This is an optimization exercise on Yosys and OpenROAD, whose aim is a short achievable clock period and few clock cycles, not a production implementation. The RTL was checked by simulation tests, not by an equivalence proof against the original design. The clock port is modelled as an ideal driver, which makes a skipped or thinned clock tree look cheaper than it is; a real chip needs a root buffer or a tree. Power and IR drop assume default switching activity.

## v6
// zigzag_buffer
module zigzag_buffer #(
    parameter int DW = 12
) (
    input  logic              clk,
    input  logic              rst,
    input  logic [DW-1:0]     dcti,
    input  logic              idv,
    input  logic              ordy,
    output logic [DW-1:0]     zzo,
    output logic              odv,
    output logic              osob,
    output logic              ovf
);
Size in the first run: about 31 I/O pins, ~84000 sq um of cells after synthesis.
==> flow/config.mk <==
export PLATFORM = sky130hd
export DESIGN_NAME = zigzag_buffer
export DESIGN_NICKNAME = zigzag_buffer
export VERILOG_FILES = /design/flow/design.v
export SDC_FILE = /design/flow/constraint.sdc
export NUM_CORES = 4
export LEC_CHECK = 0
export ABC_CLOCK_PERIOD_IN_PS = 2000
export CAP_MARGIN = 20
export CORE_MARGIN = 2
export CORE_UTILIZATION = 40
export SLEW_MARGIN = 20
export TNS_END_PERCENT = 100
==> flow/constraint.sdc <==
create_clock -name core_clock -period 6.0 [get_ports {clk}]
set_input_delay 1.2000 -clock core_clock [delete_from_list [all_inputs] [get_ports {clk}]]
set_output_delay 1.2000 -clock core_clock [all_outputs]
set_load 0.01 [all_outputs]
standard.sh (not shown) runs the stock make flow with config.mk's settings and CLKGATE_MAP_FILE= SYNTH_SCRIPT=/design/flow/synth_recipe.tcl, a recipe that flattens the netlist after the stock synthesis.
==> flow/flow/run.sh <==
#!/bin/bash
# Standard ORFS layout, except that the clock tree is built by clock_tree.tcl
# (a balanced two-level tree: four root buffers on the clock port, each feeding
# leaf buffers that drive equal-sized groups of nearby flip-flops) instead of
# TritonCTS. Timing repair after CTS and global routing aims at a tighter
# period than the design's clock via SETUP_SLACK_MARGIN.
set -euo pipefail
here="$(pwd)"
# synthesis, floorplan and placement exactly as the standard flow
bash standard.sh synth > "$here/log_synth.log" 2>&1
bash standard.sh place > "$here/log_place.log" 2>&1
export SETUP_SLACK_MARGIN="${MARGIN:-3.9}"
export PRE_CTS_TCL="$here/flow/clock_tree.tcl"
bash standard.sh cts > "$here/log_cts.log" 2>&1
bash standard.sh finish > "$here/log_finish.log" 2>&1
Other scripts of this flow, unchanged in this note and not shown: flow/flow/clock_tree.tcl
Testbench counts of v6, summed over its fixed seeds: cycles 22,808.
#### Input delta (v7 over v6)
--- a/flow/design.v
+++ b/flow/design.v
@@ -86,68 +86,65 @@
     logic          r_olast;
     logic          w_room;
     logic          w_acc;
     logic          w_out_adv;
     logic          w_ld_ok;
     logic          w_load;
     logic [1:0]    w_rblk2;
     logic          w_m0;
     logic          w_m1;
     logic          w_m0p;
     logic          w_m1p;
     logic          w_l0;
-    logic [5:0]    w_wcnt1;     
+    logic [5:0]    w_wcnt1;
     logic [1:0]    w_wblk1;
-    logic [5:0]    r_wcnt1;
-    logic [1:0]    r_wblk1;
     logic [5:0]    w_wcnt3;
     logic [1:0]    w_wblk3;
-    logic [128:0][DW-1:0] w_x;
+    logic [127:0]  w_wsel;
+    logic [127:0][DW-1:0] w_sh;
     assign w_room    = ((r_wblk - r_relblk) != 2'd2) | (r_odv & r_olast & ordy);
     assign w_acc     = idv & w_room;
     assign w_rblk2   = r_rblk1 + {1'b0, (r_k == 6'd62)};
     assign w_m0      = r_m0;
     assign w_m1      = ({r_rblk1, r_za1} == {r_wblk, r_wcnt});
     assign w_m0p     = ({r_rblk, r_za0} == {w_wblk1, w_wcnt1});
     assign w_m1p     = ({r_rblk1, r_za1} == {w_wblk1, w_wcnt1});
     assign w_l0      = (r_rblk1 == r_wblk) ? (r_za1 < r_wcnt) : (r_rblk1 != r_wblk + 2'd1);
     assign w_out_adv = ~r_odv | ordy;
     assign w_ld_ok   = r_av | (w_acc & w_m0);
     assign w_load    = w_out_adv & w_ld_ok;
-    assign w_wcnt1   = r_wcnt1;
-    assign w_wblk1   = r_wblk1;
+    assign w_wcnt1   = r_wcnt + 6'd1;
+    assign w_wblk1   = r_wblk + {1'b0, (r_wcnt == 6'd63)};
     assign w_wcnt3   = r_wc3;
     assign w_wblk3   = r_wblk + {1'b0, (r_wc3 < 6'd3)};
     assign w_base = r_acc1 ? (r_pend ? r_c11 : r_c10) : (r_pend ? r_c01 : r_c00);
     assign w_wr = r_acc1 ? r_wr_a : r_wr_n;
     always_comb begin
         for (int i = 0; i < 128; i++) begin
-            w_x[i] = w_wr[i] ? dcti : r_mem[i];
-        end
-        w_x[128] = dcti;
+            w_wsel[i] = r_pend ? w_wr[i + 1] : w_wr[i];
+            w_sh[i]   = r_pend ? r_mem[(i + 1) % 128] : r_mem[i];
+        end
     end
     always_ff @(posedge clk) begin
         for (int i = 0; i < 128; i++) begin
-            r_mem[i] <= r_pend ? w_x[i + 1] : w_x[i];
+            r_mem[i] <= w_wsel[i] ? dcti : w_sh[i];
         end
         if (w_out_adv) begin
             r_zzo <= w_m0 ? dcti : (r_pend ? r_mem[1] : r_mem[0]);
         end
     end
     always_ff @(posedge clk or negedge rst) begin
         if (!rst) begin
             r_wblk   <= 2'd0;
             r_wcnt   <= 6'd0;
-            r_wcnt1  <= 6'd1;
-            r_wblk1  <= 2'd0;
             r_wel2   <= {2'd0, zz_pos(6'd2)};
             r_wc3    <= 6'd3;
             r_wel1   <= {2'd0, zz_pos(6'd1)};
             r_c00    <= {2'd0, zz_pos(6'd1)};
             r_c01    <= 8'd0;
             r_c10    <= 8'd0;
             r_c11    <= 8'd0;
             r_acc1   <= 1'b0;
             r_wr_a   <= 130'd0;
             r_wr_n   <= 130'd1;
             r_pend   <= 1'b0;
             r_ovf    <= 1'b0;
@@ -157,28 +154,26 @@
             r_k      <= 6'd0;
             r_za0    <= 6'd0;
             r_za1    <= 6'd1;
             r_za2    <= 6'd8;
             r_k3     <= 6'd3;
             r_av     <= 1'b0;
             r_m0     <= 1'b1;
             r_odv    <= 1'b0;
             r_osob   <= 1'b0;
             r_olast  <= 1'b0;
         end else begin
             if (w_acc) begin
-                r_wcnt  <= w_wcnt1;
-                r_wblk  <= w_wblk1;
-                r_wcnt1 <= r_wcnt1 + 6'd1;
-                r_wblk1 <= r_wblk1 + {1'b0, (r_wcnt1 == 6'd63)};
+                r_wcnt <= w_wcnt1;
+                r_wblk <= w_wblk1;
                 r_wel1 <= r_wel2;
                 r_wel2 <= {w_wblk3, zz_pos(w_wcnt3)};
                 r_wc3  <= r_wc3 + 6'd1;
             end else if (idv) begin
                 r_ovf <= 1'b1;
             end
             if (r_odv & ordy & r_olast) begin
                 r_relblk <= r_relblk + 2'd1;
             end
             r_acc1 <= w_acc;
             r_c00  <= r_wel1 - {r_rblk, r_k};
             r_c01  <= r_wel1 + ~{r_rblk, r_k};
Notes after the runs:
- The final reports for v7 and v6 show final design instance area without fill higher in the former.
- Area added between synthesis and finish, v7 and v6: lower on v6
- Delta (v7 minus v6): total half-perimeter wirelength after legalization and detailed placement now smaller; overall power now smaller.
- Overall routing resource usage for v7: 1.3 points up relative to v6
- Summary of v7 over v6: effective utilization at floorplan climbed 0.15 points, clock-pin slew reported for the worst setup and hold paths after clock tree synthesis level, post-synthesis mux area share -19 points.
- In v7 relative to v6, standard cell area after detailed placement had gone up slightly.
- [v7] sequential cell count fell about 0.4% relative to v6
- In the tables for v7 and v6, wire length on met1 reads higher with v7.
- Power share of the combinational group, v7 and v6: smaller value in v7
- Largest fanout on the critical path, v7 and v6: larger value in v7
- v7 vs v6 — routed wire length rose 14%.
Testbench counts of v7, summed over its fixed seeds: cycles 22,808.
In every run of this note, the design's own scripts or RTL, not TritonCTS, make the clock network.

==> separate check: timing with driven ports <==
How much do the figures lean on ideal ports? The routed layouts below were timed once more, with nothing changed but the port constraints.
Step 1, drivers: a clkbuf_16 drives clk and a buf_2 each remaining input, both assumed.
Step 2, shift: input delay + t, output delay - t, t = (earliest + latest rising clock arrival at the registers) / 2. This alone moves slack from input paths to output paths.
Slacks: no drivers / after step 1 / after step 2; pairs: no drivers / after step 1.
run | t, ns | setup WS [ns] | hold WS [ns]
v6 | 0.748 | 3.608 / 3.423 / 3.207 | 0.476 / 0.476 / 0.476
v7 | 0.753 | 3.135 / 3.034 / 3.112 | 0.479 / 0.479 / 0.479
After both steps every run listed still meets setup and hold. The setup slack of v6, which loses most, moves by -0.185 ns with the drivers and by -0.401 ns with both steps.
